What follows belongs to an exercise in optimizing a design on an open flow for small area; a production flow would make more cautious choices. Only simulation tests tie the RTL to the original design; equivalence was not proved. No activity file was given, so power comes from the tool's default toggle rates.

===== flow/config.mk =====
export PLATFORM = sky130hd
export DESIGN_NAME = wb_regfile
export DESIGN_NICKNAME = wb_regfile
export VERILOG_FILES = /design/flow/design.v
export SDC_FILE = /design/flow/constraint.sdc
export NUM_CORES = 4
export LEC_CHECK = 0
export CAP_MARGIN = 20
export CELL_PAD_IN_SITES_DETAIL_PLACEMENT = 1
export CELL_PAD_IN_SITES_GLOBAL_PLACEMENT = 1
export CORE_MARGIN = 2
export CORE_UTILIZATION = 55
export PLACE_DENSITY = 0.65
export SLEW_MARGIN = 20
export SYNTH_HIERARCHICAL = 1

===== flow/constraint.sdc =====
create_clock -name core_clock -period 7.0 [get_ports {clk_i}]
set_input_delay 1.4000 -clock core_clock [delete_from_list [all_inputs] [get_ports {clk_i}]]
set_output_delay 1.4000 -clock core_clock [all_outputs]
set_load 0.01 [all_outputs]

===== flow/design.v =====
module wb_regfile_rdsel #(
    parameter int unsigned NREG = 32,
    parameter int unsigned AW   = 5
) (
    input  logic [AW-1:0]   addr_i,
    input  logic [AW-1:0]   rd_i,
    input  logic            wbv_i,
    input  logic [NREG-1:1] rd_ok_i,
    output logic [NREG-1:0] sel_o
);
    always_comb begin
        sel_o[0] = wbv_i && (addr_i == rd_i);
        for (int i = 1; i < int'(NREG); i++)
            sel_o[i] = rd_ok_i[i] && (addr_i == AW'(i));
    end
endmodule
module wb_regfile_aoi3 (
    input  logic [2:0] sel_i,
    input  logic [2:0] d_i,
    output logic       y_n_o
);
    assign y_n_o = ~|(sel_i & d_i);
endmodule
module wb_regfile_aoi2 (
    input  logic [1:0] sel_i,
    input  logic [1:0] d_i,
    output logic       y_n_o
);
    assign y_n_o = ~|(sel_i & d_i);
endmodule
module wb_regfile_andor (
    input  logic [31:0] sel_i,
    input  logic [31:0] d_i,
    output logic        y_o
);
    logic [10:0] t_n;
    for (genvar g = 0; g < 10; g++) begin : g_grp
        wb_regfile_aoi3 u_aoi (.sel_i(sel_i[3*g+2:3*g]), .d_i(d_i[3*g+2:3*g]), .y_n_o(t_n[g]));
    end
    wb_regfile_aoi2 u_aoi2 (.sel_i(sel_i[31:30]), .d_i(d_i[31:30]), .y_n_o(t_n[10]));
    assign y_o = ~&t_n;
endmodule
module wb_regfile_hold (
    input  logic we_i,
    input  logic wen_i,
    input  logic wd_i,
    input  logic q_i,
    output logic d_o
);
    assign d_o = (we_i & wd_i) | (wen_i & q_i);
endmodule
module wb_regfile_strobe (
    input  logic a_i,
    input  logic b_i,
    output logic y_o
);
    assign y_o = a_i & b_i;
endmodule
module wb_regfile #(
    parameter int unsigned XLEN = 32,
    parameter int unsigned NREG = 32,
    parameter int unsigned CNTW = 16
) (
    input  logic                    clk_i,
    input  logic                    rst_i,
    input  logic                    RegWrite_i,
    input  logic                    MemtoReg_i,
    input  logic [XLEN-1:0]         ALUResult_i,
    input  logic [XLEN-1:0]         RDdata_i,
    input  logic [$clog2(NREG)-1:0] RDaddr_i,
    input  logic [$clog2(NREG)-1:0] RS1addr_i,
    input  logic [$clog2(NREG)-1:0] RS2addr_i,
    output logic [XLEN-1:0]         RS1data_o,
    output logic [XLEN-1:0]         RS2data_o,
    output logic [XLEN-1:0]         WBdata_o,
    output logic                    WBvalid_o,
    output logic [CNTW-1:0]         WBcount_o
);
    localparam int unsigned AW = $clog2(NREG);
    logic [XLEN-1:0] regs_q [1:NREG-1];
    logic [XLEN-1:0] regs_d [1:NREG-1];
    logic [CNTW-1:0] cnt_q;
    logic [XLEN-1:0] wb_data_c;
    logic            wb_valid_c;
    logic [NREG-1:1] wr_c, wrn_c, we_c, hold_c, rd_ok_c;
    logic            run_c;
    logic [NREG-1:0] sel1, sel2;
    always_comb begin
        wb_data_c  = MemtoReg_i ? RDdata_i : ALUResult_i;
        wb_valid_c = RegWrite_i && (RDaddr_i != '0);
        run_c      = !rst_i;
        for (int i = 1; i < int'(NREG); i++) begin
            wr_c[i]  = RegWrite_i && (RDaddr_i == AW'(i));
            wrn_c[i] = !wr_c[i];
            rd_ok_c[i] = wrn_c[i];
        end
    end
    for (genvar i = 1; i < int'(NREG); i++) begin : g_stb
        wb_regfile_strobe u_we   (.a_i(run_c), .b_i(wr_c[i]),  .y_o(we_c[i]));
        wb_regfile_strobe u_hold (.a_i(run_c), .b_i(wrn_c[i]), .y_o(hold_c[i]));
    end
    wb_regfile_rdsel #(.NREG(NREG), .AW(AW)) u_sel1 (
        .addr_i(RS1addr_i), .rd_i(RDaddr_i), .wbv_i(wb_valid_c), .rd_ok_i(rd_ok_c), .sel_o(sel1));
    wb_regfile_rdsel #(.NREG(NREG), .AW(AW)) u_sel2 (
        .addr_i(RS2addr_i), .rd_i(RDaddr_i), .wbv_i(wb_valid_c), .rd_ok_i(rd_ok_c), .sel_o(sel2));
    for (genvar b = 0; b < int'(XLEN); b++) begin : g_bit
        logic [NREG-1:0] col;
        always_comb begin
            col[0] = wb_data_c[b];
            for (int i = 1; i < int'(NREG); i++) col[i] = regs_q[i][b];
        end
        wb_regfile_andor u_rd1 (.sel_i(sel1), .d_i(col), .y_o(RS1data_o[b]));
        wb_regfile_andor u_rd2 (.sel_i(sel2), .d_i(col), .y_o(RS2data_o[b]));
    end
    for (genvar i = 1; i < int'(NREG); i++) begin : g_reg
        for (genvar b = 0; b < int'(XLEN); b++) begin : g_b
            wb_regfile_hold u_hold (
                .we_i(we_c[i]), .wen_i(hold_c[i]), .wd_i(wb_data_c[b]), .q_i(regs_q[i][b]),
                .d_o(regs_d[i][b]));
        end
    end
    always_comb begin
        WBdata_o  = wb_data_c;
        WBvalid_o = wb_valid_c;
        WBcount_o = cnt_q;
    end
    always_ff @(posedge clk_i) begin
        for (int i = 1; i < int'(NREG); i++) regs_q[i] <= regs_d[i];
    end
    always_ff @(posedge clk_i) begin
        if (rst_i)           cnt_q <= '0;
        else if (wb_valid_c) cnt_q <= cnt_q + CNTW'(1);
    end
endmodule

===== flow/flow/run.sh =====
#!/bin/bash
# Standard ORFS layout (standard.sh, unchanged synthesis) with a few layout-only choices
# set in env.sh: minimum-size port buffers, combinational cells reset to drive strength
# 1 before placement (the resizer's repair steps upsize where needed), and a clock tree
# of clkbuf_8 buffers in small clusters without dummy loads.
set -euo pipefail
source flow/env.sh
bash standard.sh > standard.log 2>&1

===== flow/flow/downsize.tcl =====
# Start placement from the smallest drive strength of every combinational cell that
# synthesis upsized; the resizer's repair steps upsize again where timing needs it.
set n 0
foreach inst [get_cells *] {
  set ref [get_property $inst ref_name]
  if {![regexp {^(sky130_fd_sc_hd__[a-z0-9]+)_([0-9]+)$} $ref -> base sz]} continue
  if {$sz <= 1} continue
  if {[regexp {df|dl|buf|inv|conb|tap|fill|decap|mux} $base]} continue
  set lc [get_lib_cells -quiet */${base}_1]
  if {$lc eq ""} continue
  replace_cell $inst [lindex $lc 0]
  incr n
}
puts "downsize.tcl: replaced $n cells with drive strength 1"

===== flow/flow/env.sh =====
export BUFFER_PORTS_ARGS="-buffer_cell sky130_fd_sc_hd__buf_1"
export POST_FLOORPLAN_TCL="$PWD/flow/downsize.tcl"
export CTS_ARGS="-sink_clustering_enable -repair_clock_nets -dont_use_dummy_load -buf_list {sky130_fd_sc_hd__clkbuf_8} -sink_clustering_size 14 -sink_clustering_max_diameter 100"

===== flow/standard.sh =====
#!/bin/bash
# synth_recipe.tcl (not shown) runs the flow's synth.tcl, then flattens the netlist and writes it again
# the make line also repeats each setting of config.mk as NAME=value (left out here)
make -C /OpenROAD-flow-scripts/flow DESIGN_CONFIG=/design/flow/config.mk WORK_HOME=/design/flow/orfs CLKGATE_MAP_FILE= SYNTH_SCRIPT=/design/flow/synth_recipe.tcl "${@:-finish}"

==> results of run 1 <==
## power by group through the flow
stage                     combinational (uW)  sequential [uW]  clock (uW)
after floorplan                          355             5940           0
after global placement                   725             5940           0
after detailed placement                 745             5950           0
after CTS                                748             5820        2930
after global routing                     805             5820        3150
final                                    832             5820        2990
## critical path: stages
cell and delay, ns:
buf_1 0.27, or3_1 0.52, or3_1 0.44, and3_2 0.47, a222oi_1 0.43, nand4_1 0.98
or3_1 0.77, buf_1 0.16
## layout by cell type (no fill, tap or decap), drive strengths merged, types with 35 or more instances in the layout
| master | instances |
|---|---|
| a222oi | 640 |
| a22o | 992 |
| a22oi | 64 |
| and2 | 73 |
| and3 | 68 |
| buf | 360 |
| clkbuf | 83 |
| dfxtp | 1008 |
| inv | 35 |
| nand3 | 75 |
| nand4 | 133 |
| or3 | 69 |
## per-layer routing
metal	share of wire	GRT usage	up-vias
met2	0.41	0.782	4578
met5	0.00067	0.00642	-
li1	-	-	16100
met1	0.32	0.638	20700
met4	0.11	0.480	22
met3	0.16	0.206	1542
## final timing paths
path / from / endpoint / slack [ns] / depth (start not counted)
worst max-delay path: RDaddr_i[0] / RS2data_o[24] / 0.13 / 8
worst min-delay path: regs_q[16][16]$_DFF_P_ / regs_q[16][16]$_DFF_P_ / 0.51 / 1
worst max register to register: cnt_q[3]$_SDFFE_PP0P_ / cnt_q[15]$_SDFFE_PP0P_ / 5.02 / 4
worst min register to register: regs_q[16][16]$_DFF_P_ / regs_q[16][16]$_DFF_P_ / 0.51 / 1
## state kept, by name (all words and copies together), names as in the netlist
name    cells
regs_q    992
cnt_q      16
## per-stage QoR
step | utilization | worst slack [ns]
global route | 0.603 | 0.187
CTS | 0.603 | 0.678
floorplan | - | 1.88
global placement | 0.587 | 0.758
finish | 0.603 | 0.129
detailed placement | 0.587 | 0.667
## per-module statistics from Yosys (local to each module, per instance), excerpt
| module | flip-flops and latches | cells |
|---|---|---|
| wb_regfile | 1008 | 1239 |
| wb_regfile_andor | 0 | 4 |
| wb_regfile_aoi2 | 0 | 1 |
| wb_regfile_aoi3 | 0 | 1 |
| wb_regfile_hold | 0 | 1 |
| wb_regfile_strobe | 0 | 1 |
## layout make-up
cell class | count | area, um2 | share of cell area
clock buffer | 81 | 1110 | 0.0254
inverter | 35 | 131 | 0.00299
timing repair buffer | 362 | 1990 | 0.0453
sequential | 1008 | 20200 | 0.460
multi-input combinational | 2273 | 19200 | 0.438
tap | 959 | 1200 | 0.0273
antenna | 11 | 27.5 | 0.000627
## cell families (layout without fill, tap and decap cells)
group	after synthesis	in the layout	synth area share
mux	34	34	0.00949
simple gates	503	503	0.0753
xor+xnor	15	15	0.00327
compound gates	1720	1720	0.399
other cells	0	11	0
flops	1008	1008	0.502
fa+ha+maj	1	1	0.000311
buf+inv	80	478	0.0107
==> results.toml, run 1 <==
[clock_tree]
cts_buffers = 81
h-tree-depth = 3
postCtsSetupBuffers = 0
root_buffer = "clkbuf_8"
cts_hold_buf = 0
cts_resized = 0
cts_sinks = 1008
cts_max_path_buffers = 3
tritoncts = "built"
clk_pin_slew_ns = 0.09
clock_latency_ns = 0.70

[worst_setup_path]
crit_required_ns = 5.60
cp_max_fo = 22
worst_setup_path_end_kind = "primary output"
worstSetupPathType = "in -> out"
critPathArrivalTime_ns = 5.47
critPathLaunchType = "primary input"

[yosys]
synth_most_common_cell = "dfxtp_1"
async_flop_share = 0
synth_commonest_cells = "dfxtp_1 (1008), a22o_1 (992), a222oi_1 (640), nand4_1 (133), nand3_1 (75)"
synth_edf_count = 0
syn_nets = 3445
ys_seq_elements = 1008
yosys-top-cells-area = "dfxtp_1 (50%), a22o_1 (22%), a222oi_1 (16%)"
yosysTopAreaCellShare = 0.502
postSynthAreaPerCell_um2 = 12.0
synth_ff_type = "dfxtp_1"
seq_area_frac_synth = 0.502
yosys.area.top_type = "dfxtp_1"
synthCells = 3361
syn_area_um2 = 40200
synthDistinctLibCells = 44
yosys_warnings = 11

[worst_hold_path]
hp-class = "reg -> reg"

[cells_and_area]
design_area_um2 = 43900
fillers = 7474
stdcell_count = 4729
layout-drive-gt1-share = 0.0817
area_growth_pct = 9.07
finalNetCount = 3845

[power_and_ir_drop]
p_comb_frac = 0.086
switching_power_uw = 2680
power_density_nw_per_um2 = 220
switching_share = 0.278
p_leak_uw = 0.0162
ir_worst_vdd_mv = 0.243
finalPower_uw = 9640
clkPwrFrac = 0.310
seq_power_share = 0.604
p_int_uw = 6960

[outcome]
status = "no timing/DRC/antenna violations"

[timing]
rsz0062_at_grt = "no"
slew_headroom = 0.0668
tns_ns = 0
finClkSkew_ns = 0.0179
holdWs_ns = 0.509
max_freq_mhz = 146
finalMaxSlewViolations = 0
hold_viol_final = 0
min_period_ns = 6.87
final.period_utilization = 0.982
worst_pin_slew_ns = 1.40
setup_viol = 0

[grt]
antenna_found_initial = 23
grt_max_degree = 37
grt_usage = 0.546
gr-total-overflow = 0
grt_pass1_vias = 42800
grt_pass1_wl_um = 302000

[placement]
placed_cell_area_um2 = 42700
post-place-cells = 4636
gp_congestion = 1.07
hpwl_um = 128000
io_buffers = 195

[routing]
vias_per_cell = 9.10
drt_iter0_drc = 10800
vias = 43000
wl_per_cell_um = 45.0
totalWireLength_um = 213000
dr.pass1.iters = 12
detail-route-antenna-nets = 0
drc = 0

[flow_run]
maxCapViolations = 0

[floorplan]
core_area_um2 = 72700
ioPinCount = 196
initial_utilization = 0.553
die_width_um = 274
die_area_um2 = 75300
num_rows = 99
dieHeight_um = 274
==> run 2: changes to the inputs <==
==> flow/flow/env.sh (replaced) <==
export BUFFER_PORTS_ARGS="-buffer_cell sky130_fd_sc_hd__buf_1"
export POST_FLOORPLAN_TCL="$PWD/flow/downsize.tcl"
export CTS_ARGS="-sink_clustering_enable -repair_clock_nets -dont_use_dummy_load -buf_list {sky130_fd_sc_hd__clkbuf_8} -sink_clustering_size 12 -sink_clustering_max_diameter 100"
--- a/flow/config.mk
+++ b/flow/config.mk
@@ -11,5 +11,6 @@
 export CORE_MARGIN = 2
 export CORE_UTILIZATION = 55
 export PLACE_DENSITY = 0.65
+export SETUP_SLACK_MARGIN = 0.1
 export SLEW_MARGIN = 20
 export SYNTH_HIERARCHICAL = 1
==> results.toml, run 2 <==
[outcome]
status = "no timing/DRC/antenna violations"

[worst_hold_path]
min_path_cells = 1
min_from = "regs_q[1][25]$_DFF_P_"
hp-class = "reg -> reg"
whs_endpoint = "regs_q[1][25]$_DFF_P_"

[power_and_ir_drop]
seq_power_share = 0.592
finalPower_uw = 9820
p_int_uw = 7100
p_comb_frac = 0.085
switching_power_uw = 2720
switching_share = 0.277
ir_worst_vdd_mv = 0.217
clkPwrFrac = 0.323
p_leak_uw = 0.0163
power_density_nw_per_um2 = 223

[timing]
final.period_utilization = 0.971
worst_pin_slew_ns = 1.35
worst_slack_ns = 0.200
min_period_ns = 6.80
max_freq_mhz = 147
rsz0062_at_grt = "no"
setup_viol = 0
finalMaxSlewViolations = 0
slew_headroom = 0.102
tns_ns = 0
hold_viol_final = 0
finClkSkew_ns = 0.0123

[clock_tree]
clk_pin_slew_ns = 0.08
cts_hold_buf = 0
cts_buffers = 93
tritoncts = "built"
root_buffer = "clkbuf_8"
cts_resized = 0
h-tree-depth = 3
cts_sinks = 1008
postCtsSetupBuffers = 0
cts_max_path_buffers = 3
clock_latency_ns = 0.71

[yosys]
ys_seq_elements = 1008
yosysTopAreaCellShare = 0.502
synth_commonest_cells = "dfxtp_1 (1008), a22o_1 (992), a222oi_1 (640), nand4_1 (133), nand3_1 (75)"
yosys_warnings = 11
async_flop_share = 0
synth_edf_count = 0
syn_nets = 3445
synth_ff_type = "dfxtp_1"
yosys-top-cells-area = "dfxtp_1 (50%), a22o_1 (22%), a222oi_1 (16%)"
postSynthAreaPerCell_um2 = 12.0
synthCells = 3361
yosys.area.top_type = "dfxtp_1"
synthDistinctLibCells = 44
synth_most_common_cell = "dfxtp_1"
syn_area_um2 = 40200
seq_area_frac_synth = 0.502

[floorplan]
initial_utilization = 0.553
die_area_um2 = 75300
core_area_um2 = 72700
die_width_um = 274
num_rows = 99
dieHeight_um = 274
ioPinCount = 196

[grt]
grt_pass1_wl_um = 301000
gr-total-overflow = 0
grt_pass1_vias = 42800
grt_max_degree = 37
grt_usage = 0.545
antenna_found_initial = 16

[cells_and_area]
layout-drive-gt1-share = 0.0843
area_growth_pct = 9.45
fillers = 7449
largest_register = "regs_q"
largest_reg_flops = 992
top_regs = "regs_q x992, cnt_q x16"
layout_commonest_cell = "dfxtp_1"
seqCellArea_um2 = 20200
final_cell_mix = "dfxtp_1 (1008), a22o_1 (992), a222oi_1 (640)"
finalNetCount = 3857
multi_input_area_um2 = 19200

[routing]
vias_per_cell = 9.08
dr.pass1.iters = 14
detail-route-antenna-nets = 0
wl_per_cell_um = 44.9
totalWireLength_um = 213000
drc = 0
drt_iter0_drc = 10300
vias = 43000

[worst_setup_path]
crit_required_ns = 5.60
rr_startpoint = "cnt_q[3]$_SDFFE_PP0P_"
critPathLaunchType = "primary input"
slowest_stage = "nand4_1"
cp_max_fo = 22
reg2regPathDepth = 4
reg2reg_to = "cnt_q[15]$_SDFFE_PP0P_"
r2r_setup_slack_ns = 5.03
worst_setup_path_end_kind = "primary output"
cp_top_family = "simple AND/OR/NAND/NOR gates"
worstSetupPathType = "in -> out"
critical_path.max_stage_delay_ns = 0.75
critPathArrivalTime_ns = 5.40
cp_common_cell = "buf_1"
crit_chain = "buf_1, nand2_1, nor2b_1, nand3_1, and3_1, a222oi_1, nand4_1, or3_1, buf_1"
crit_buf_inv = 2

[placement]
gp_congestion = 1.07
io_buffers = 195
hpwl_um = 128000
dp_slack_ns = 0.667

[flow_run]
maxCapViolations = 0
run 2: cell types whose count changed in the layout (fill, tap and decap cells not counted):
cell,change
and3_1,+1
and3_2,-1
clkbuf_2,+1
clkbuf_4,-1
clkbuf_8,+12
diode_2,-4
run 2: per-layer routing:
| metal | vias to the layer above | global-route usage | part of all wire |
|---|---|---|---|
| met4 | 8 | 0.483 | 0.11 |
| met1 | 20800 | 0.631 | 0.32 |
| met3 | 1508 | 0.209 | 0.16 |
| li1 | 16200 | - | - |
| met5 | - | 0.00257 | 0.00022 |
| met2 | 4528 | 0.783 | 0.41 |
run 2: stage by stage:
stage / cells / util / hold WS, ns / cell area (um2)
after floorplan: 3361 / - / 0.460 / 40200
after global placement: 4636 / 0.587 / 0.472 / 42700
after detailed placement: 4636 / 0.587 / 0.479 / 42700
after CTS: 4729 / 0.605 / 0.504 / 44000
after global routing: 4732 / 0.605 / 0.519 / 44000
final: 4737 / 0.606 / 0.506 / 44000
run 2: worst max path at each step:
stage	end	cells past startpoint	from
after detailed placement	RS1data_o[28]	9	RDaddr_i[2]
after floorplan	RS1data_o[0]	8	RDaddr_i[3]
final	RS1data_o[24]	9	RDaddr_i[3]
after global placement	RS2data_o[28]	10	RDaddr_i[1]
after CTS	RS1data_o[28]	9	RDaddr_i[2]
after global routing	RS1data_o[28]	10	RDaddr_i[1]
run 2: cell families after synthesis:
logic type                 count (synthesis)  share of synthesized area
AOI/OAI and AO/OA                       1720                      0.399
buffers and inverters                     80                     0.0107
muxes                                     34                    0.00949
DFF                                     1008                      0.502
xor gates and xnor gates                  15                    0.00327
adders and majority gates                  1                   0.000311
and+or+nand+nor                          503                     0.0753
run 2: worst reg2reg max path, stage by stage (launching register included):
cell     delay, ns
dfxtp_1       0.42
nand2_1       0.17
or3_1         0.55
nor4_1        0.36
mux2_2        0.37
run 2: power groups by stage:
stage          registers, uW  logic (uW)  clock network (uW)
6_report                5820         831                3170
2_1_floorplan           5940         355                   0
3_3_place_gp            5940         725                   0
5_1_grt                 5820         805                3340
3_5_place_dp            5950         745                   0
4_1_cts                 5810         747                3120
run 2: Yosys stat by module (local to each module, per instance), excerpt:
module             area [um2]  copies in the design  flip-flops and latches  cells inside
wb_regfile              21700                     1                    1008          1239
wb_regfile_andor         23.8                    64                       0             4
wb_regfile_aoi2          12.5                    64                       0             1
wb_regfile_aoi3          10.0                   640                       0             1
wb_regfile_hold          8.76                   992                       0             1
wb_regfile_strobe        6.26                    62                       0             1
run 2: final cells by class:
| type | instances | share of cell area |
|---|---|---|
| tap | 959 | 0.0273 |
| sequential | 1008 | 0.458 |
| inverter | 35 | 0.00298 |
| clock buffer | 93 | 0.0291 |
| timing repair buffer | 362 | 0.0451 |
| multi-input combinational | 2273 | 0.437 |
| antenna | 7 | 0.000398 |
==> run 3: changes to the inputs <==
==> flow/flow/run.sh (replaced) <==
#!/bin/bash
# Standard ORFS layout (standard.sh) with a few layout-only choices set in env.sh:
# minimum-size port buffers; synthesis buffers removed and combinational cells reset to
# drive strength 1 before placement (the resizer's repair steps upsize where needed);
# repair restricted to buffers no larger than buf_2; and a clock tree of clkbuf_8
# buffers in small clusters without dummy loads.
# Synthesis runs first on its own, exactly as standard.sh makes it; the layout steps
# then run with the extra don't-use cells.
set -euo pipefail
source flow/env.sh
bash standard.sh synth > synth.log 2>&1
bash standard.sh "DONT_USE_CELLS=$LAYOUT_DONT_USE" finish > standard.log 2>&1
--- a/flow/flow/downsize.tcl
+++ b/flow/flow/downsize.tcl
@@ -1,5 +1,7 @@
-# Start placement from the smallest drive strength of every combinational cell that
-# synthesis upsized; the resizer's repair steps upsize again where timing needs it.
+# Drop the buffers synthesis inserted and start placement from the smallest drive
+# strength of every combinational cell; the resizer's repair steps buffer and upsize
+# again where slew, capacitance or timing need it.
+remove_buffers
 set n 0
 foreach inst [get_cells *] {
   set ref [get_property $inst ref_name]
==> flow/flow/env.sh (replaced) <==
export BUFFER_PORTS_ARGS="-buffer_cell sky130_fd_sc_hd__buf_1"
export POST_FLOORPLAN_TCL="$PWD/flow/downsize.tcl"
export CTS_ARGS="-sink_clustering_enable -repair_clock_nets -dont_use_dummy_load -buf_list {sky130_fd_sc_hd__clkbuf_8} -sink_clustering_size 14 -sink_clustering_max_diameter 100"
# Cells kept out of the layout steps (not synthesis): the platform's own don't-use list
# plus buffers larger than buf_2 and delay cells, so repair buffers with small cells.
export LAYOUT_DONT_USE="sky130_fd_sc_hd__probe_p_8 sky130_fd_sc_hd__probec_p_8 sky130_fd_sc_hd__lpflow_bleeder_1 sky130_fd_sc_hd__lpflow_clkbufkapwr_1 sky130_fd_sc_hd__lpflow_clkbufkapwr_16 sky130_fd_sc_hd__lpflow_clkbufkapwr_2 sky130_fd_sc_hd__lpflow_clkbufkapwr_4 sky130_fd_sc_hd__lpflow_clkbufkapwr_8 sky130_fd_sc_hd__lpflow_clkinvkapwr_1 sky130_fd_sc_hd__lpflow_clkinvkapwr_16 sky130_fd_sc_hd__lpflow_clkinvkapwr_2 sky130_fd_sc_hd__lpflow_clkinvkapwr_4 sky130_fd_sc_hd__lpflow_clkinvkapwr_8 sky130_fd_sc_hd__lpflow_decapkapwr_12 sky130_fd_sc_hd__lpflow_decapkapwr_3 sky130_fd_sc_hd__lpflow_decapkapwr_4 sky130_fd_sc_hd__lpflow_decapkapwr_6 sky130_fd_sc_hd__lpflow_decapkapwr_8 sky130_fd_sc_hd__lpflow_inputiso0n_1 sky130_fd_sc_hd__lpflow_inputiso0p_1 sky130_fd_sc_hd__lpflow_inputiso1n_1 sky130_fd_sc_hd__lpflow_inputiso1p_1 sky130_fd_sc_hd__lpflow_inputisolatch_1 sky130_fd_sc_hd__lpflow_isobufsrc_1 sky130_fd_sc_hd__lpflow_isobufsrc_16 sky130_fd_sc_hd__lpflow_isobufsrc_2 sky130_fd_sc_hd__lpflow_isobufsrc_4 sky130_fd_sc_hd__lpflow_isobufsrc_8 sky130_fd_sc_hd__lpflow_isobufsrckapwr_16 sky130_fd_sc_hd__lpflow_lsbuf_lh_hl_isowell_tap_1 sky130_fd_sc_hd__lpflow_lsbuf_lh_hl_isowell_tap_2 sky130_fd_sc_hd__lpflow_lsbuf_lh_hl_isowell_tap_4 sky130_fd_sc_hd__lpflow_lsbuf_lh_isowell_4 sky130_fd_sc_hd__lpflow_lsbuf_lh_isowell_tap_1 sky130_fd_sc_hd__lpflow_lsbuf_lh_isowell_tap_2 sky130_fd_sc_hd__lpflow_lsbuf_lh_isowell_tap_4 sky130_fd_sc_hd__buf_4 sky130_fd_sc_hd__buf_6 sky130_fd_sc_hd__buf_8 sky130_fd_sc_hd__buf_12 sky130_fd_sc_hd__buf_16 sky130_fd_sc_hd__bufbuf_8 sky130_fd_sc_hd__bufbuf_16 sky130_fd_sc_hd__bufinv_8 sky130_fd_sc_hd__bufinv_16 sky130_fd_sc_hd__clkbuf_16 sky130_fd_sc_hd__clkbuf_4 sky130_fd_sc_hd__clkdlybuf4s15_1 sky130_fd_sc_hd__clkdlybuf4s15_2 sky130_fd_sc_hd__clkdlybuf4s18_1 sky130_fd_sc_hd__clkdlybuf4s18_2 sky130_fd_sc_hd__clkdlybuf4s25_1 sky130_fd_sc_hd__clkdlybuf4s25_2 sky130_fd_sc_hd__clkdlybuf4s50_1 sky130_fd_sc_hd__clkdlybuf4s50_2 sky130_fd_sc_hd__dlygate4sd1_1 sky130_fd_sc_hd__dlygate4sd2_1 sky130_fd_sc_hd__dlygate4sd3_1 sky130_fd_sc_hd__dlymetal6s2s_1 sky130_fd_sc_hd__dlymetal6s4s_1 sky130_fd_sc_hd__dlymetal6s6s_1"
--- a/flow/config.mk
+++ b/flow/config.mk
@@ -10,7 +10,8 @@
 export CELL_PAD_IN_SITES_GLOBAL_PLACEMENT = 1
 export CORE_MARGIN = 2
 export CORE_UTILIZATION = 55
+export GPL_TIMING_DRIVEN = 0
 export PLACE_DENSITY = 0.65
-export SETUP_SLACK_MARGIN = 0.1
+export SETUP_SLACK_MARGIN = 0.15
 export SLEW_MARGIN = 20
 export SYNTH_HIERARCHICAL = 1
==> results.toml, run 3 <==
[routing]
vias = 41800
detail-route-antenna-nets = 0
dr.pass1.iters = 14
drc = 0
vias_per_cell = 8.92
drt_iter0_drc = 10000
wl_per_cell_um = 42.8
totalWireLength_um = 200000

[clock_tree]
h-tree-depth = 3
tritoncts = "built"
cts_hold_buf = 0
cts_sinks = 1008
cts_buffers = 81
clock_latency_ns = 0.67
cts_max_path_buffers = 3
root_buffer = "clkbuf_8"
clk_pin_slew_ns = 0.09

[placement]
hpwl_um = 130000
placed_cell_area_um2 = 42200
dp_slack_ns = 0.504
gp_congestion = 0.920
io_buffers = 195
post-place-cells = 4596

[timing]
setup_viol = 0
min_period_ns = 6.75
finClkSkew_ns = 0.0132
worst_slack_ns = 0.246
finalMaxSlewViolations = 0
final.period_utilization = 0.965
max_freq_mhz = 148
tns_ns = 0
rsz0062_at_grt = "no"
slew_headroom = 0.305
worst_pin_slew_ns = 1.04
hold_viol_final = 0

[cells_and_area]
finalNetCount = 3804
fin_util = 0.597
design_area_um2 = 43400
layout_commonest_cell = "dfxtp_1"
seqCellArea_um2 = 20200
final_cell_mix = "dfxtp_1 (1008), a22o_1 (992), a222oi_1 (640)"
top_regs = "regs_q x992, cnt_q x16"
stdcell_count = 4683
area_growth_pct = 7.83
fillers = 7635
largest_reg_flops = 992
largest_register = "regs_q"
multi_input_area_um2 = 19400
layout-drive-gt1-share = 0.0992

[floorplan]
ioPinCount = 196
dieHeight_um = 274
die_width_um = 274
die_area_um2 = 75300
num_rows = 99
core_area_um2 = 72700
initial_utilization = 0.553

[grt]
grt_usage = 0.506
grt_max_degree = 63
gr-total-overflow = 0
grt_pass1_vias = 41500
grt_pass1_wl_um = 282000
antenna_found_initial = 9

[yosys]
async_flop_share = 0
ys_seq_elements = 1008
synthCells = 3361
yosysTopAreaCellShare = 0.502
yosys.area.top_type = "dfxtp_1"
syn_area_um2 = 40200
synthDistinctLibCells = 44
synth_ff_type = "dfxtp_1"
syn_nets = 3445
seq_area_frac_synth = 0.502
yosys_warnings = 11
yosys-top-cells-area = "dfxtp_1 (50%), a22o_1 (22%), a222oi_1 (16%)"
postSynthAreaPerCell_um2 = 12.0
synth_most_common_cell = "dfxtp_1"
synth_commonest_cells = "dfxtp_1 (1008), a22o_1 (992), a222oi_1 (640), nand4_1 (133), nand3_1 (75)"
synth_edf_count = 0

[worst_setup_path]
rr_startpoint = "cnt_q[3]$_SDFFE_PP0P_"
worst_setup_path_end_kind = "primary output"
startpoint = "RDaddr_i[0]"
worstSetupPathType = "in -> out"
critPathLaunchType = "primary input"
critPathArrivalTime_ns = 5.35
crit_required_ns = 5.60
cp_max_fo = 25

[power_and_ir_drop]
power_density_nw_per_um2 = 219
p_leak_uw = 0.0160
ir_worst_vdd_mv = 0.195

[flow_run]
maxCapViolations = 0

[outcome]
status = "no timing/DRC/antenna violations"

[worst_hold_path]
hp-class = "reg -> reg"
min_from = "regs_q[14][18]$_DFF_P_"
run 3: cell counts after synthesis:
Identical to the previous run, type by type.
run 3: stage by stage:
stage | total power [uW] | hold WS [ns]
6_report | 9520 | 0.509
4_1_cts | 9430 | 0.507
3_5_place_dp | 6630 | 0.478
5_1_grt | 9700 | 0.521
3_3_place_gp | 6580 | 0.472
2_1_floorplan | 6290 | 0.460
run 3: cells by family (layout without fill, tap and decap cells):
group,after synthesis,after routing,synth area share
AO/OA/AOI/OAI,1720,1720,0.399
XOR/XNOR,15,15,0.00327
flip-flops,1008,1008,0.502
other,0,6,0
AND/OR/NAND/NOR,503,503,0.0753
multiplexers,34,34,0.00949
buffers and inverters,80,437,0.0107
adder cells (fa/ha/maj),1,1,0.000311
run 3: layout make-up:
class                      instances  share of cell area
antenna                            6            0.000346
timing repair buffer             321              0.0315
sequential                      1008               0.465
multi-input combinational       2273               0.447
clock buffer                      81              0.0257
inverter                          35             0.00303
tap                              959              0.0277
run 3: layer usage:
layer,GRT usage,routed length (um),vias up,part of all wire
met5,0.0237,277,-,0.0014
li1,-,-,16100,-
met1,0.620,68700,20500,0.34
met3,0.213,33600,1060,0.17
met2,0.717,81200,4141,0.41
met4,0.345,16500,11,0.083
run 3: final timing paths:
kind	to	cells after the start	slack, ns
max	RS1data_o[2]	9	0.25
min	regs_q[14][18]$_DFF_P_	1	0.51
min reg2reg	regs_q[14][18]$_DFF_P_	1	0.51
max reg2reg	cnt_q[15]$_SDFFE_PP0P_	4	5.05
run 3: modules after synthesis, one instance, submodules excluded, a selection:
| module | copies in the design | flops+latches | cells |
|---|---|---|---|
| wb_regfile | 1 | 1008 | 1239 |
| wb_regfile_andor | 64 | 0 | 4 |
| wb_regfile_aoi2 | 64 | 0 | 1 |
| wb_regfile_aoi3 | 640 | 0 | 1 |
| wb_regfile_hold | 992 | 0 | 1 |
| wb_regfile_strobe | 62 | 0 | 1 |
run 3: timing repair:
item / 4_1_cts / 5_1_grt
resized for setup: 0 / 3
endpoints found under the setup margin: 0 / 2
setup buffers: 0 / 0
run 3: worst max-delay path, stage by stage:
cell,delay [ns]
buf_1,0.30
or3_1,0.52
or3_1,0.42
and3_2,0.27
buf_2,0.42
a222oi_1,0.46
nand4_1,0.77
or3_1,0.62
buf_1,0.14
run 3: power breakdown:
| part | switching, uW | leakage, uW | total (uW) | internal (uW) |
|---|---|---|---|---|
| clock network | 1920 | 0.000582 | 2960 | 1040 |
| registers | 39.3 | 0.00813 | 5810 | 5770 |
| logic | 621 | 0.00733 | 745 | 124 |
==> run 4: changes to the inputs <==
--- a/flow/config.mk
+++ b/flow/config.mk
@@ -5,7 +5,7 @@
 export SDC_FILE = /design/flow/constraint.sdc
 export NUM_CORES = 4
 export LEC_CHECK = 0
-export CAP_MARGIN = 20
+export CAP_MARGIN = 5
 export CELL_PAD_IN_SITES_DETAIL_PLACEMENT = 1
 export CELL_PAD_IN_SITES_GLOBAL_PLACEMENT = 1
 export CORE_MARGIN = 2
@@ -13,5 +13,5 @@
 export GPL_TIMING_DRIVEN = 0
 export PLACE_DENSITY = 0.65
 export SETUP_SLACK_MARGIN = 0.15
-export SLEW_MARGIN = 20
+export SLEW_MARGIN = 5
 export SYNTH_HIERARCHICAL = 1
==> results.toml, run 4 <==
[outcome]
status = "no timing/DRC/antenna violations"

[worst_setup_path]
cp_max_fo = 24
critPathArrivalTime_ns = 5.39
crit_chain = "buf_1, nand2b_1, nor2_1, nand3_1, and3_2, buf_2, a222oi_1, nand4_1, or3_1, buf_1"
slowest_stage = "nand4_1"
critPathLaunchType = "primary input"
worst_setup_path_end_kind = "primary output"
cp_common_cell = "buf_1"
crit_required_ns = 5.60
critical_path.max_stage_delay_ns = 0.76
worstSetupPathType = "in -> out"

[power_and_ir_drop]
switching_share = 0.273
ir_worst_vdd_mv = 0.199
p_int_uw = 6930
clkPwrFrac = 0.313
p_comb_frac = 0.078
p_leak_uw = 0.0159
seq_power_share = 0.610
power_density_nw_per_um2 = 221
switching_power_uw = 2600

[routing]
drc = 0
vias_per_cell = 8.94
vias = 41600
drt_iter0_drc = 9636
detail-route-antenna-nets = 0
dr.pass1.iters = 14
wl_per_cell_um = 43.0
totalWireLength_um = 200000

[timing]
finalMaxSlewViolations = 0
worst_pin_slew_ns = 1.13
max_freq_mhz = 147
setup_viol = 0
final.period_utilization = 0.971
tns_ns = 0
worst_slack_ns = 0.205
rsz0062_at_grt = "no"
min_period_ns = 6.79
finClkSkew_ns = 0.0146
slew_headroom = 0.246
hold_viol_final = 0

[yosys]
yosys_warnings = 11
synth_commonest_cells = "dfxtp_1 (1008), a22o_1 (992), a222oi_1 (640), nand4_1 (133), nand3_1 (75)"
yosys.area_share.simple = 0.0753
postSynthAreaPerCell_um2 = 12.0
synth_edf_count = 0
synth_ff_type = "dfxtp_1"
synth_compound_area_frac = 0.399
yosys.area.top_type = "dfxtp_1"
synthDistinctLibCells = 44
synth_top_family_by_area = "compound AO/OA/AOI/OAI gates"
seq_area_frac_synth = 0.502
synthCells = 3361
ys_seq_elements = 1008
async_flop_share = 0
synth_most_common_cell = "dfxtp_1"
synthMuxAreaShare = 0.00949
syn_nets = 3445
yosys.area_share.adder = 0.000311
syn_area_um2 = 40200
yosys-top-cells-area = "dfxtp_1 (50%), a22o_1 (22%), a222oi_1 (16%)"
synth_xor_area_frac = 0.00327
yosysTopAreaCellShare = 0.502

[cells_and_area]
final_cell_mix = "dfxtp_1 (1008), a22o_1 (992), a222oi_1 (640)"
layout-drive-gt1-share = 0.0929
top_regs = "regs_q x992, cnt_q x16"
fillers = 7583
layout_commonest_cell = "dfxtp_1"
largest_reg_flops = 992
design_area_um2 = 43200
largest_register = "regs_q"
finalNetCount = 3778
area_growth_pct = 7.49

[placement]
gp_congestion = 0.920
placed_cell_area_um2 = 42100
io_buffers = 195
hpwl_um = 126000
dp_slack_ns = 0.537

[floorplan]
initial_utilization = 0.553
die_area_um2 = 75300
core_area_um2 = 72700
die_width_um = 274
ioPinCount = 196
num_rows = 99
dieHeight_um = 274

[clock_tree]
clock_latency_ns = 0.69
cts_sinks = 1008
h-tree-depth = 3
clk_pin_slew_ns = 0.09
cts_buffers = 81
cts_hold_buf = 0
postCtsSetupBuffers = 0
root_buffer = "clkbuf_8"
tritoncts = "built"
cts_max_path_buffers = 3
cts_resized = 0

[grt]
grt_usage = 0.507
grt_max_degree = 63
grt_pass1_wl_um = 282000
gr-total-overflow = 0
grt_pass1_vias = 41400
antenna_found_initial = 15

[flow_run]
maxCapViolations = 0

[worst_hold_path]
hp-class = "reg -> reg"
-- run 4: kinds of logic after synthesis --
logic type / after synthesis
muxes: 34
adders and majority gates: 1
and+or+nand+nor: 503
AOI/OAI and AO/OA: 1720
buffers and inverters: 80
DFF: 1008
xor gates and xnor gates: 15
-- run 4: routing by layer --
metal,share of wire,wire length [um],vias up,GRT usage
met5,0.0011,230,-,0.0186
met4,0.083,16500,12,0.355
met3,0.17,33700,1062,0.214
met2,0.41,81200,4101,0.715
met1,0.34,68400,20400,0.622
li1,-,-,16000,-
-- run 4: path summary, 6_finish.rpt --
path / start / endpoint / slack (ns) / cells past startpoint
worst max register to register: cnt_q[3]$_SDFFE_PP0P_ / cnt_q[15]$_SDFFE_PP0P_ / 5.05 / 4
worst max-delay path: RDaddr_i[1] / RS1data_o[2] / 0.21 / 10
worst min register to register: regs_q[1][29]$_DFF_P_ / regs_q[1][29]$_DFF_P_ / 0.51 / 1
worst min-delay path: regs_q[1][29]$_DFF_P_ / regs_q[1][29]$_DFF_P_ / 0.51 / 1
-- run 4: metrics by stage --
| stage | power [uW] | cells | hold slack (ns) | utilization |
|---|---|---|---|---|
| after global routing | 9710 | 4653 | 0.520 | 0.595 |
| after floorplan | 6290 | 3361 | 0.460 | - |
| after detailed placement | 6620 | 4570 | 0.478 | 0.579 |
| after CTS | 9430 | 4651 | 0.504 | 0.594 |
| after global placement | 6580 | 4470 | 0.472 | 0.570 |
| final | 9540 | 4657 | 0.506 | 0.595 |
-- run 4: area by class of cell --
| class | count | area (um2) | area share |
|---|---|---|---|
| multi-input combinational | 2273 | 19400 | 0.448 |
| inverter | 35 | 131 | 0.00304 |
| timing repair buffer | 295 | 1230 | 0.0286 |
| sequential | 1008 | 20200 | 0.467 |
| tap | 959 | 1200 | 0.0277 |
| clock buffer | 81 | 1110 | 0.0258 |
| antenna | 6 | 15.0 | 0.000347 |
-- run 4: power by group through the flow --
stage | sequential (uW) | clock [uW] | combinational [uW]
CTS | 5810 | 2940 | 680
finish | 5810 | 2980 | 742
detailed placement | 5950 | 0 | 678
global placement | 5940 | 0 | 637
floorplan | 5940 | 0 | 355
global route | 5820 | 3160 | 727
-- run 4: critical path: cells and delay by family --
family                 cells  cell delay (ns)
AND/OR/NAND/NOR            6             2.42
AO/OA/AOI/OAI              1             0.44
buffers and inverters      3             1.08
-- run 4: Yosys stat by module, one instance, submodules excluded, a selection --
module	area, um2	flops+latches	cells
wb_regfile_aoi2	12.5	0	1
wb_regfile_hold	8.76	0	1
wb_regfile	21700	1008	1239
wb_regfile_strobe	6.26	0	1
wb_regfile_andor	23.8	0	4
wb_regfile_aoi3	10.0	0	1
==> run 5: changes to the inputs <==
==> flow/flow/env.sh (replaced) <==
export BUFFER_PORTS_ARGS="-buffer_cell sky130_fd_sc_hd__buf_1"
export POST_FLOORPLAN_TCL="$PWD/flow/downsize.tcl"
export CTS_ARGS="-sink_clustering_enable -repair_clock_nets -dont_use_dummy_load -buf_list {sky130_fd_sc_hd__clkbuf_8} -sink_clustering_size 15 -sink_clustering_max_diameter 100"
# Cells kept out of the layout steps (not synthesis): the platform's own don't-use list
# plus buffers larger than buf_2 and delay cells, so repair buffers with small cells.
export LAYOUT_DONT_USE="sky130_fd_sc_hd__probe_p_8 sky130_fd_sc_hd__probec_p_8 sky130_fd_sc_hd__lpflow_bleeder_1 sky130_fd_sc_hd__lpflow_clkbufkapwr_1 sky130_fd_sc_hd__lpflow_clkbufkapwr_16 sky130_fd_sc_hd__lpflow_clkbufkapwr_2 sky130_fd_sc_hd__lpflow_clkbufkapwr_4 sky130_fd_sc_hd__lpflow_clkbufkapwr_8 sky130_fd_sc_hd__lpflow_clkinvkapwr_1 sky130_fd_sc_hd__lpflow_clkinvkapwr_16 sky130_fd_sc_hd__lpflow_clkinvkapwr_2 sky130_fd_sc_hd__lpflow_clkinvkapwr_4 sky130_fd_sc_hd__lpflow_clkinvkapwr_8 sky130_fd_sc_hd__lpflow_decapkapwr_12 sky130_fd_sc_hd__lpflow_decapkapwr_3 sky130_fd_sc_hd__lpflow_decapkapwr_4 sky130_fd_sc_hd__lpflow_decapkapwr_6 sky130_fd_sc_hd__lpflow_decapkapwr_8 sky130_fd_sc_hd__lpflow_inputiso0n_1 sky130_fd_sc_hd__lpflow_inputiso0p_1 sky130_fd_sc_hd__lpflow_inputiso1n_1 sky130_fd_sc_hd__lpflow_inputiso1p_1 sky130_fd_sc_hd__lpflow_inputisolatch_1 sky130_fd_sc_hd__lpflow_isobufsrc_1 sky130_fd_sc_hd__lpflow_isobufsrc_16 sky130_fd_sc_hd__lpflow_isobufsrc_2 sky130_fd_sc_hd__lpflow_isobufsrc_4 sky130_fd_sc_hd__lpflow_isobufsrc_8 sky130_fd_sc_hd__lpflow_isobufsrckapwr_16 sky130_fd_sc_hd__lpflow_lsbuf_lh_hl_isowell_tap_1 sky130_fd_sc_hd__lpflow_lsbuf_lh_hl_isowell_tap_2 sky130_fd_sc_hd__lpflow_lsbuf_lh_hl_isowell_tap_4 sky130_fd_sc_hd__lpflow_lsbuf_lh_isowell_4 sky130_fd_sc_hd__lpflow_lsbuf_lh_isowell_tap_1 sky130_fd_sc_hd__lpflow_lsbuf_lh_isowell_tap_2 sky130_fd_sc_hd__lpflow_lsbuf_lh_isowell_tap_4 sky130_fd_sc_hd__buf_4 sky130_fd_sc_hd__buf_6 sky130_fd_sc_hd__buf_8 sky130_fd_sc_hd__buf_12 sky130_fd_sc_hd__buf_16 sky130_fd_sc_hd__bufbuf_8 sky130_fd_sc_hd__bufbuf_16 sky130_fd_sc_hd__bufinv_8 sky130_fd_sc_hd__bufinv_16 sky130_fd_sc_hd__clkbuf_16 sky130_fd_sc_hd__clkbuf_4 sky130_fd_sc_hd__clkdlybuf4s15_1 sky130_fd_sc_hd__clkdlybuf4s15_2 sky130_fd_sc_hd__clkdlybuf4s18_1 sky130_fd_sc_hd__clkdlybuf4s18_2 sky130_fd_sc_hd__clkdlybuf4s25_1 sky130_fd_sc_hd__clkdlybuf4s25_2 sky130_fd_sc_hd__clkdlybuf4s50_1 sky130_fd_sc_hd__clkdlybuf4s50_2 sky130_fd_sc_hd__dlygate4sd1_1 sky130_fd_sc_hd__dlygate4sd2_1 sky130_fd_sc_hd__dlygate4sd3_1 sky130_fd_sc_hd__dlymetal6s2s_1 sky130_fd_sc_hd__dlymetal6s4s_1 sky130_fd_sc_hd__dlymetal6s6s_1"
==> results.toml, run 5 <==
[outcome]
status = "no timing/DRC/antenna violations"

[worst_setup_path]
crit_chain = "buf_1, nor2b_1, nor2b_1, nand3_1, and3_2, buf_2, a222oi_1, nand4_1, or3_1, buf_1"
critPathArrivalTime_ns = 5.43
critical_path.max_stage_delay_ns = 0.74
critPathLaunchType = "primary input"
worstSetupPathType = "in -> out"
cp_max_fo = 18
crit_required_ns = 5.60
worst_setup_path_end_kind = "primary output"
slowest_stage = "nand4_1"

[clock_tree]
postCtsSetupBuffers = 0
clock_latency_ns = 0.68
cts_max_path_buffers = 3
cts_buffers = 77
cts_sinks = 1008
tritoncts = "built"
root_buffer = "clkbuf_8"
cts_hold_buf = 0
h-tree-depth = 3
clk_pin_slew_ns = 0.10
cts_resized = 0

[timing]
worst_slack_ns = 0.171
finClkSkew_ns = 0.0145
tns_ns = 0
slew_headroom = 0.209
max_freq_mhz = 146
final.period_utilization = 0.976
finalMaxSlewViolations = 0
setup_viol = 0
hold_viol_final = 0
worst_pin_slew_ns = 1.19
min_period_ns = 6.83
rsz0062_at_grt = "no"

[grt]
grt_usage = 0.507
gr-total-overflow = 0
antenna_found_initial = 16
grt_max_degree = 63
grt_pass1_vias = 41600
grt_pass1_wl_um = 282000

[cells_and_area]
area_growth_pct = 7.37
fillers = 7570
layout-drive-gt1-share = 0.0919
top_regs = "regs_q x992, cnt_q x16"
finalNetCount = 3774
final_cell_mix = "dfxtp_1 (1008), a22o_1 (992), a222oi_1 (640)"
largest_register = "regs_q"
layout_commonest_cell = "dfxtp_1"
largest_reg_flops = 992

[routing]
wl_per_cell_um = 42.9
vias_per_cell = 9.00
detail-route-antenna-nets = 0
vias = 41900
dr.pass1.iters = 17
drc = 0
totalWireLength_um = 200000
drt_iter0_drc = 9692

[yosys]
syn_area_um2 = 40200
synthCells = 3361
yosysTopAreaCellShare = 0.502
yosys-top-cells-area = "dfxtp_1 (50%), a22o_1 (22%), a222oi_1 (16%)"
ys_seq_elements = 1008
yosys_warnings = 11
synth_most_common_cell = "dfxtp_1"
postSynthAreaPerCell_um2 = 12.0
yosys.area.top_type = "dfxtp_1"
synth_commonest_cells = "dfxtp_1 (1008), a22o_1 (992), a222oi_1 (640), nand4_1 (133), nand3_1 (75)"
synth_edf_count = 0
seq_area_frac_synth = 0.502
async_flop_share = 0
syn_nets = 3445
synthDistinctLibCells = 44
synth_ff_type = "dfxtp_1"

[floorplan]
die_area_um2 = 75300
ioPinCount = 196
initial_utilization = 0.553
num_rows = 99
core_area_um2 = 72700
dieHeight_um = 274
die_width_um = 274

[worst_hold_path]
hp-class = "reg -> reg"

[placement]
io_buffers = 195
gp_congestion = 0.920
dp_slack_ns = 0.537
hpwl_um = 126000

[power_and_ir_drop]
power_density_nw_per_um2 = 219
p_leak_uw = 0.0159
ir_worst_vdd_mv = 0.208

[flow_run]
maxCapViolations = 0
## run 5: cell counts after synthesis
Identical to the previous run, type by type.
## run 5: power by group
group	internal, uW	total (uW)	switching [uW]
Combinational	122	741	619
Sequential	5780	5820	39.3
Clock	989	2900	1910
## run 5: stage by stage
stage | hold slack (ns) | util | power (uW) | cell area [um2] | cells
2_1_floorplan | 0.460 | - | 6290 | 40200 | 3361
3_3_place_gp | 0.472 | 0.570 | 6580 | 41400 | 4470
3_5_place_dp | 0.478 | 0.579 | 6620 | 42100 | 4570
4_1_cts | 0.495 | 0.594 | 9370 | 43200 | 4647
5_1_grt | 0.520 | 0.594 | 9640 | 43200 | 4649
6_report | 0.508 | 0.594 | 9460 | 43200 | 4657
## run 5: kinds of logic after synthesis
kind of cell	count (synthesis)	share of synthesized area
buf+inv	80	0.0107
flops	1008	0.502
xor+xnor	15	0.00327
compound gates	1720	0.399
mux	34	0.00949
fa+ha+maj	1	0.000311
simple gates	503	0.0753
## run 5: modules after synthesis, one instance, submodules excluded, excerpt
module | area [um2] | flip-flops and latches | cells inside
wb_regfile | 21700 | 1008 | 1239
wb_regfile_andor | 23.8 | 0 | 4
wb_regfile_aoi2 | 12.5 | 0 | 1
wb_regfile_aoi3 | 10.0 | 0 | 1
wb_regfile_hold | 8.76 | 0 | 1
wb_regfile_strobe | 6.26 | 0 | 1
## run 5: cell type report
class                      count  area [um2]  share of cell area
multi-input combinational   2273       19400               0.448
antenna                       10        25.0            0.000579
tap                          959        1200              0.0278
clock buffer                  77        1060              0.0245
inverter                      35         131             0.00304
sequential                  1008       20200               0.467
timing repair buffer         295        1230              0.0286
## run 5: final timing paths
kind,start,slack (ns),cells after the start,endpoint
min reg2reg,regs_q[10][14]$_DFF_P_,0.51,1,regs_q[10][14]$_DFF_P_
max,RDaddr_i[2],0.17,10,RS2data_o[2]
min,regs_q[10][14]$_DFF_P_,0.51,1,regs_q[10][14]$_DFF_P_
max reg2reg,cnt_q[3]$_SDFFE_PP0P_,5.04,4,cnt_q[15]$_SDFFE_PP0P_
## run 5: metal layers
metal	vias up	track usage	wire, um
li1	16000	-	-
met4	14	0.352	16200
met2	4162	0.716	81300
met3	1081	0.210	33100
met5	-	0.0160	201
met1	20600	0.623	69000
## run 5: worst max-delay path: cells and delay by family
kind,cells,cell delay (ns)
AO/OA/AOI/OAI,1,0.44
AND/OR/NAND/NOR,6,2.66
buffers and inverters,3,0.88
==> run 6: changes to the inputs <==
--- a/flow/config.mk
+++ b/flow/config.mk
@@ -5,7 +5,7 @@
 export SDC_FILE = /design/flow/constraint.sdc
 export NUM_CORES = 4
 export LEC_CHECK = 0
-export CAP_MARGIN = 5
+export CAP_MARGIN = 0
 export CELL_PAD_IN_SITES_DETAIL_PLACEMENT = 1
 export CELL_PAD_IN_SITES_GLOBAL_PLACEMENT = 1
 export CORE_MARGIN = 2
@@ -13,5 +13,5 @@
 export GPL_TIMING_DRIVEN = 0
 export PLACE_DENSITY = 0.65
 export SETUP_SLACK_MARGIN = 0.15
-export SLEW_MARGIN = 5
+export SLEW_MARGIN = 0
 export SYNTH_HIERARCHICAL = 1
==> results.toml, run 6 <==
[worst_setup_path]
startpoint = "RDaddr_i[3]"
critPathLaunchType = "primary input"
crit_buf_inv = 3
reg2reg_to = "cnt_q[15]$_SDFFE_PP0P_"
rr_startpoint = "cnt_q[3]$_SDFFE_PP0P_"
critical_path.max_stage_delay_ns = 0.61
crit_chain = "buf_1, nand2_1, nor2b_1, nand3_1, and3_2, buf_2, a222oi_1, nand4_1, or3_1, buf_1"
crit_path_end = "RS1data_o[2]"
worstSetupPathDepth = 10
slowest_stage = "nand4_1"
cp_common_cell = "buf_1"
worst_setup_path_end_kind = "primary output"
cp_top_family = "simple AND/OR/NAND/NOR gates"
crit_required_ns = 5.60
critPathArrivalTime_ns = 5.35
cp_max_fo = 18
worstSetupPathType = "in -> out"
r2r_setup_slack_ns = 5.05
reg2regPathDepth = 4

[timing]
finClkSkew_ns = 0.00995
setup_viol = 0
rsz0062_at_grt = "no"
worst_pin_slew_ns = 1.29
tns_ns = 0
worst_slack_ns = 0.250
slew_headroom = 0.141
min_period_ns = 6.75
hold_viol_final = 0
max_freq_mhz = 148
finalMaxSlewViolations = 0
final.period_utilization = 0.964

[yosys]
ys_seq_elements = 1008
synthCells = 3361
synth_top_family_by_area = "compound AO/OA/AOI/OAI gates"
synthMuxAreaShare = 0.00949
syn_nets = 3445
synth_most_common_cell = "dfxtp_1"
yosys-top-cells-area = "dfxtp_1 (50%), a22o_1 (22%), a222oi_1 (16%)"
async_flop_share = 0
postSynthAreaPerCell_um2 = 12.0
synth_edf_count = 0
synth_commonest_cells = "dfxtp_1 (1008), a22o_1 (992), a222oi_1 (640), nand4_1 (133), nand3_1 (75)"
synthDistinctLibCells = 44
synth_ff_type = "dfxtp_1"
yosys.area.top_type = "dfxtp_1"
yosysTopAreaCellShare = 0.502
yosys_warnings = 11
yosys.area_share.simple = 0.0753
yosys.area_share.adder = 0.000311
syn_area_um2 = 40200
synth_compound_area_frac = 0.399
seq_area_frac_synth = 0.502
synth_xor_area_frac = 0.00327

[worst_hold_path]
min_path_cells = 1
hp-class = "reg -> reg"
min_from = "regs_q[9][1]$_DFF_P_"

[placement]
dp_slack_ns = 0.511
hpwl_um = 122000
gp_congestion = 0.920
io_buffers = 195
placed_cell_area_um2 = 42000

[cells_and_area]
final_cell_mix = "dfxtp_1 (1008), a22o_1 (992), a222oi_1 (640)"
finalNetCount = 3750
fillers = 7561
layout_commonest_cell = "dfxtp_1"
largest_reg_flops = 992
top_regs = "regs_q x992, cnt_q x16"
area_growth_pct = 7.05
layout-drive-gt1-share = 0.0854
design_area_um2 = 43100
largest_register = "regs_q"

[clock_tree]
root_buffer = "clkbuf_8"
postCtsSetupBuffers = 0
cts_buffers = 77
cts_hold_buf = 0
clock_latency_ns = 0.68
h-tree-depth = 3
tritoncts = "built"
cts_sinks = 1008
clk_pin_slew_ns = 0.04
cts_resized = 0
cts_max_path_buffers = 3

[grt]
antenna_found_initial = 10
gr-total-overflow = 0
grt_use_met3 = 0.217
grt_max_degree = 63
grt_use_met1 = 0.604
grt_pass1_wl_um = 279000
busiest_layer = "met2"
grt_pass1_vias = 41500
grt_usage = 0.502
grt_use_met2 = 0.705

[routing]
vias_per_cell = 8.92
totalWireLength_um = 199000
drt_iter0_drc = 9400
dr.pass1.iters = 14
drc = 0
wl_per_cell_um = 42.9
vias = 41300
detail-route-antenna-nets = 0

[floorplan]
ioPinCount = 196
die_width_um = 274
die_area_um2 = 75300
dieHeight_um = 274
initial_utilization = 0.553
core_area_um2 = 72700
num_rows = 99

[power_and_ir_drop]
p_leak_uw = 0.0158
ir_worst_vdd_mv = 0.189
power_density_nw_per_um2 = 219

[flow_run]
maxCapViolations = 0

[outcome]
status = "no timing/DRC/antenna violations"
-- run 6: worst min-delay path by stage --
stage / slack (ns) / end
after global routing: 0.52 / regs_q[7][30]$_DFF_P_
after floorplan: 0.46 / regs_q[12][0]$_DFF_P_
after global placement: 0.47 / regs_q[9][9]$_DFF_P_
after detailed placement: 0.48 / regs_q[27][3]$_DFF_P_
after CTS: 0.50 / regs_q[9][1]$_DFF_P_
final: 0.50 / regs_q[9][1]$_DFF_P_
-- run 6: worst register-to-register path, delay by kind of cell (launching register included) --
| kind | cells | cell delay [ns] |
|---|---|---|
| DFF | 1 | 0.42 |
| muxes | 1 | 0.37 |
| and+or+nand+nor | 3 | 1.05 |
-- run 6: routing by layer --
layer,up-vias,part of all wire
met1,20200,0.34
met5,-,0.0018
met4,16,0.087
met3,1077,0.17
li1,16000,-
met2,3988,0.40
-- run 6: metrics by stage --
step / hold slack, ns / util / cells / total power [uW]
final: 0.502 / 0.592 / 4627 / 9440
after detailed placement: 0.478 / 0.577 / 4545 / 6620
after global routing: 0.520 / 0.592 / 4624 / 9630
after floorplan: 0.460 / - / 3361 / 6290
after global placement: 0.472 / 0.570 / 4470 / 6580
after CTS: 0.496 / 0.592 / 4622 / 9360
-- run 6: power breakdown --
group          switching (uW)  leakage (uW)  total, uW  internal, uW
registers                39.1       0.00813       5810          5780
logic                     617       0.00707        737           120
clock network            1900      0.000554       2880           989
total                    2550        0.0158       9440          6890
-- run 6: per-module statistics from Yosys, one instance, submodules excluded, a selection --
module,copies in the design,cells
wb_regfile_aoi3,640,1
wb_regfile,1,1239
wb_regfile_strobe,62,1
wb_regfile_andor,64,4
wb_regfile_hold,992,1
wb_regfile_aoi2,64,1
-- run 6: final cells by class --
class                   instances  area (um2)  area share
diodes                          4        10.0    0.000232
clock buffers                  77        1060      0.0246
inverters                      35         131     0.00305
multi-input cells            2273       19400       0.450
flip-flops and latches       1008       20200       0.469
well taps                     959        1200      0.0279
repair buffers                271        1120      0.0261
-- run 6: kinds of logic (layout without fill, tap and decap cells) --
logic type | after synthesis | count (layout)
AOI/OAI and AO/OA | 1720 | 1720
DFF | 1008 | 1008
and+or+nand+nor | 503 | 503
buffers and inverters | 80 | 383
muxes | 34 | 34
xor gates and xnor gates | 15 | 15
adders and majority gates | 1 | 1
other | 0 | 4
==> run 7: changes to the inputs <==
--- a/flow/flow/run.sh
+++ b/flow/flow/run.sh
@@ -2,7 +2,7 @@
 # Standard ORFS layout (standard.sh) with a few layout-only choices set in env.sh:
 # minimum-size port buffers; synthesis buffers removed and combinational cells reset to
 # drive strength 1 before placement (the resizer's repair steps upsize where needed);
-# repair restricted to buffers no larger than buf_2; and a clock tree of clkbuf_8
+# repair restricted to buffers no larger than buf_2; and a clock tree of clkbuf_4
 # buffers in small clusters without dummy loads.
 # Synthesis runs first on its own, exactly as standard.sh makes it; the layout steps
 # then run with the extra don't-use cells.
==> flow/flow/env.sh (replaced) <==
export BUFFER_PORTS_ARGS="-buffer_cell sky130_fd_sc_hd__buf_1"
export POST_FLOORPLAN_TCL="$PWD/flow/downsize.tcl"
export CTS_ARGS="-sink_clustering_enable -repair_clock_nets -dont_use_dummy_load -buf_list {sky130_fd_sc_hd__clkbuf_4} -sink_clustering_size 9 -sink_clustering_max_diameter 100"
# Cells kept out of the layout steps (not synthesis): the platform's own don't-use list
# plus buffers larger than buf_2 and delay cells, so repair buffers with small cells.
export LAYOUT_DONT_USE="sky130_fd_sc_hd__probe_p_8 sky130_fd_sc_hd__probec_p_8 sky130_fd_sc_hd__lpflow_bleeder_1 sky130_fd_sc_hd__lpflow_clkbufkapwr_1 sky130_fd_sc_hd__lpflow_clkbufkapwr_16 sky130_fd_sc_hd__lpflow_clkbufkapwr_2 sky130_fd_sc_hd__lpflow_clkbufkapwr_4 sky130_fd_sc_hd__lpflow_clkbufkapwr_8 sky130_fd_sc_hd__lpflow_clkinvkapwr_1 sky130_fd_sc_hd__lpflow_clkinvkapwr_16 sky130_fd_sc_hd__lpflow_clkinvkapwr_2 sky130_fd_sc_hd__lpflow_clkinvkapwr_4 sky130_fd_sc_hd__lpflow_clkinvkapwr_8 sky130_fd_sc_hd__lpflow_decapkapwr_12 sky130_fd_sc_hd__lpflow_decapkapwr_3 sky130_fd_sc_hd__lpflow_decapkapwr_4 sky130_fd_sc_hd__lpflow_decapkapwr_6 sky130_fd_sc_hd__lpflow_decapkapwr_8 sky130_fd_sc_hd__lpflow_inputiso0n_1 sky130_fd_sc_hd__lpflow_inputiso0p_1 sky130_fd_sc_hd__lpflow_inputiso1n_1 sky130_fd_sc_hd__lpflow_inputiso1p_1 sky130_fd_sc_hd__lpflow_inputisolatch_1 sky130_fd_sc_hd__lpflow_isobufsrc_1 sky130_fd_sc_hd__lpflow_isobufsrc_16 sky130_fd_sc_hd__lpflow_isobufsrc_2 sky130_fd_sc_hd__lpflow_isobufsrc_4 sky130_fd_sc_hd__lpflow_isobufsrc_8 sky130_fd_sc_hd__lpflow_isobufsrckapwr_16 sky130_fd_sc_hd__lpflow_lsbuf_lh_hl_isowell_tap_1 sky130_fd_sc_hd__lpflow_lsbuf_lh_hl_isowell_tap_2 sky130_fd_sc_hd__lpflow_lsbuf_lh_hl_isowell_tap_4 sky130_fd_sc_hd__lpflow_lsbuf_lh_isowell_4 sky130_fd_sc_hd__lpflow_lsbuf_lh_isowell_tap_1 sky130_fd_sc_hd__lpflow_lsbuf_lh_isowell_tap_2 sky130_fd_sc_hd__lpflow_lsbuf_lh_isowell_tap_4 sky130_fd_sc_hd__buf_4 sky130_fd_sc_hd__buf_6 sky130_fd_sc_hd__buf_8 sky130_fd_sc_hd__buf_12 sky130_fd_sc_hd__buf_16 sky130_fd_sc_hd__bufbuf_8 sky130_fd_sc_hd__bufbuf_16 sky130_fd_sc_hd__bufinv_8 sky130_fd_sc_hd__bufinv_16 sky130_fd_sc_hd__clkbuf_16 sky130_fd_sc_hd__clkbuf_4 sky130_fd_sc_hd__clkdlybuf4s15_1 sky130_fd_sc_hd__clkdlybuf4s15_2 sky130_fd_sc_hd__clkdlybuf4s18_1 sky130_fd_sc_hd__clkdlybuf4s18_2 sky130_fd_sc_hd__clkdlybuf4s25_1 sky130_fd_sc_hd__clkdlybuf4s25_2 sky130_fd_sc_hd__clkdlybuf4s50_1 sky130_fd_sc_hd__clkdlybuf4s50_2 sky130_fd_sc_hd__dlygate4sd1_1 sky130_fd_sc_hd__dlygate4sd2_1 sky130_fd_sc_hd__dlygate4sd3_1 sky130_fd_sc_hd__dlymetal6s2s_1 sky130_fd_sc_hd__dlymetal6s4s_1 sky130_fd_sc_hd__dlymetal6s6s_1"
--- a/flow/config.mk
+++ b/flow/config.mk
@@ -5,7 +5,7 @@
 export SDC_FILE = /design/flow/constraint.sdc
 export NUM_CORES = 4
 export LEC_CHECK = 0
-export CAP_MARGIN = 0
+export CAP_MARGIN = 5
 export CELL_PAD_IN_SITES_DETAIL_PLACEMENT = 1
 export CELL_PAD_IN_SITES_GLOBAL_PLACEMENT = 1
 export CORE_MARGIN = 2
@@ -13,5 +13,5 @@
 export GPL_TIMING_DRIVEN = 0
 export PLACE_DENSITY = 0.65
 export SETUP_SLACK_MARGIN = 0.15
-export SLEW_MARGIN = 0
+export SLEW_MARGIN = 5
 export SYNTH_HIERARCHICAL = 1
==> results.toml, run 7 <==
[power_and_ir_drop]
ir_worst_vdd_mv = 0.140
p_leak_uw = 0.0159
power_density_nw_per_um2 = 218

[timing]
slew_headroom = 0.246
finClkSkew_ns = 0.0219
worst_slack_ns = 0.231
hold_viol_final = 0
finalMaxSlewViolations = 0
worst_pin_slew_ns = 1.13
max_freq_mhz = 148
final.period_utilization = 0.967
tns_ns = 0

[worst_hold_path]
hp-class = "reg -> reg"

[cells_and_area]
final_cell_mix = "dfxtp_1 (1008), a22o_1 (992), a222oi_1 (640)"
area_growth_pct = 7.20
fin_util = 0.593
largest_reg_flops = 992
top_regs = "regs_q x992, cnt_q x16"
largest_register = "regs_q"
stdcell_count = 4715
finalNetCount = 3827
fillers = 7617

[grt]
antenna_found_initial = 13
grt_usage = 0.510
gr-total-overflow = 0
grt_pass1_wl_um = 283000

[clock_tree]
cts_max_path_buffers = 3
clk_pin_slew_ns = 0.04
tritoncts = "built"
h-tree-depth = 4
cts_sinks = 1008
clock_latency_ns = 1.01
root_buffer = "clkbuf_4"
cts_buffers = 130

[yosys]
synth_commonest_cells = "dfxtp_1 (1008), a22o_1 (992), a222oi_1 (640), nand4_1 (133), nand3_1 (75)"
yosys.area.top_type = "dfxtp_1"
async_flop_share = 0
postSynthAreaPerCell_um2 = 12.0
synth_edf_count = 0
synth_most_common_cell = "dfxtp_1"
yosys_warnings = 11
yosysTopAreaCellShare = 0.502
syn_area_um2 = 40200

[placement]
hpwl_um = 126000
gp_congestion = 0.920
dp_slack_ns = 0.537
io_buffers = 195
post-place-cells = 4570

[flow_run]
maxCapViolations = 0

[worst_setup_path]
cp_max_fo = 18
crit_chain = "buf_1, nor2b_1, nor2b_2, nand3_1, and3_2, buf_2, a222oi_1, nand4_1, or3_1, buf_1"
worst_setup_path_end_kind = "primary output"
crit_buf_inv = 3
critPathArrivalTime_ns = 5.37
cp_top_family = "simple AND/OR/NAND/NOR gates"
crit_required_ns = 5.60
critPathLaunchType = "primary input"
cp_common_cell = "buf_1"

[routing]
totalWireLength_um = 201000
drc = 0
wl_per_cell_um = 42.6
dr.pass1.iters = 12
vias_per_cell = 8.89
detail-route-antenna-nets = 0
vias = 41900

[floorplan]
dieHeight_um = 274
core_area_um2 = 72700
die_area_um2 = 75300
initial_utilization = 0.553
ioPinCount = 196

[outcome]
status = "no timing/DRC/antenna violations"
-- run 7: cell counts after synthesis --
Identical to the previous run, type by type.
-- run 7: kinds of logic after synthesis --
logic type | after synthesis | share of synthesized area
AO/OA/AOI/OAI | 1720 | 0.399
flip-flops | 1008 | 0.502
AND/OR/NAND/NOR | 503 | 0.0753
buffers and inverters | 80 | 0.0107
multiplexers | 34 | 0.00949
XOR/XNOR | 15 | 0.00327
adder cells (fa/ha/maj) | 1 | 0.000311
-- run 7: modules after synthesis (local to each module, per instance), a selection --
module | cells | times used
wb_regfile_andor | 4 | 64
wb_regfile | 1239 | 1
wb_regfile_aoi3 | 1 | 640
wb_regfile_aoi2 | 1 | 64
wb_regfile_hold | 1 | 992
wb_regfile_strobe | 1 | 62
-- run 7: where the power goes --
part | switching [uW] | internal, uW | total, uW
sequential | 39.1 | 5780 | 5820
combinational | 620 | 122 | 742
clock | 2000 | 856 | 2860
total | 2660 | 6760 | 9420
-- run 7: final timing paths --
check                          from                endpoint  slack, ns  cells after the start
min reg2reg  regs_q[25][23]$_DFF_P_  regs_q[25][23]$_DFF_P_       0.50                      1
max reg2reg   cnt_q[4]$_SDFFE_PP0P_  cnt_q[15]$_SDFFE_PP0P_       5.07                      4
min          regs_q[25][23]$_DFF_P_  regs_q[25][23]$_DFF_P_       0.50                      1
max                     RDaddr_i[2]            RS1data_o[2]       0.23                     10
-- run 7: routing by layer --
metal | GRT usage | routed length [um]
met1 | 0.621 | 68800
met5 | 0.0218 | 318
met4 | 0.365 | 17000
met2 | 0.713 | 80700
met3 | 0.222 | 33900
-- run 7: through the flow --
step / total power, uW / cell area, um2 / hold slack [ns]
finish: 9420 / 43100 / 0.499
global route: 9610 / 43100 / 0.521
CTS: 9310 / 43100 / 0.496
detailed placement: 6620 / 42100 / 0.478
global placement: 6580 / 41400 / 0.472
floorplan: 6290 / 40200 / 0.460
-- run 7: final cells by class --
type                            count  area, um2  area share
Antenna cell                       15       37.5    0.000870
Clock buffer                      130        976      0.0226
Inverter                           35        131     0.00305
Multi-Input combinational cell   2273      19400       0.449
Sequential cell                  1008      20200       0.468
Tap cell                          959       1200      0.0278
Timing Repair Buffer              295       1240      0.0287
-- run 7: timing repair --
| action | 4_1_cts | 5_1_grt |
|---|---|---|
| hold endpoints to repair | 0 | 0 |
| gates resized for setup | 0 | 3 |
| endpoints found under the setup margin | 0 | 2 |

Re-timed with assumed drivers on the ports (clkbuf_16 on the clock, buf_2 on other inputs), run 7 has 0.209 ns of setup slack against 0.231 ns with ideal ports, and 0.209 ns once port delays also move by the mid clock arrival of 1.113 ns.
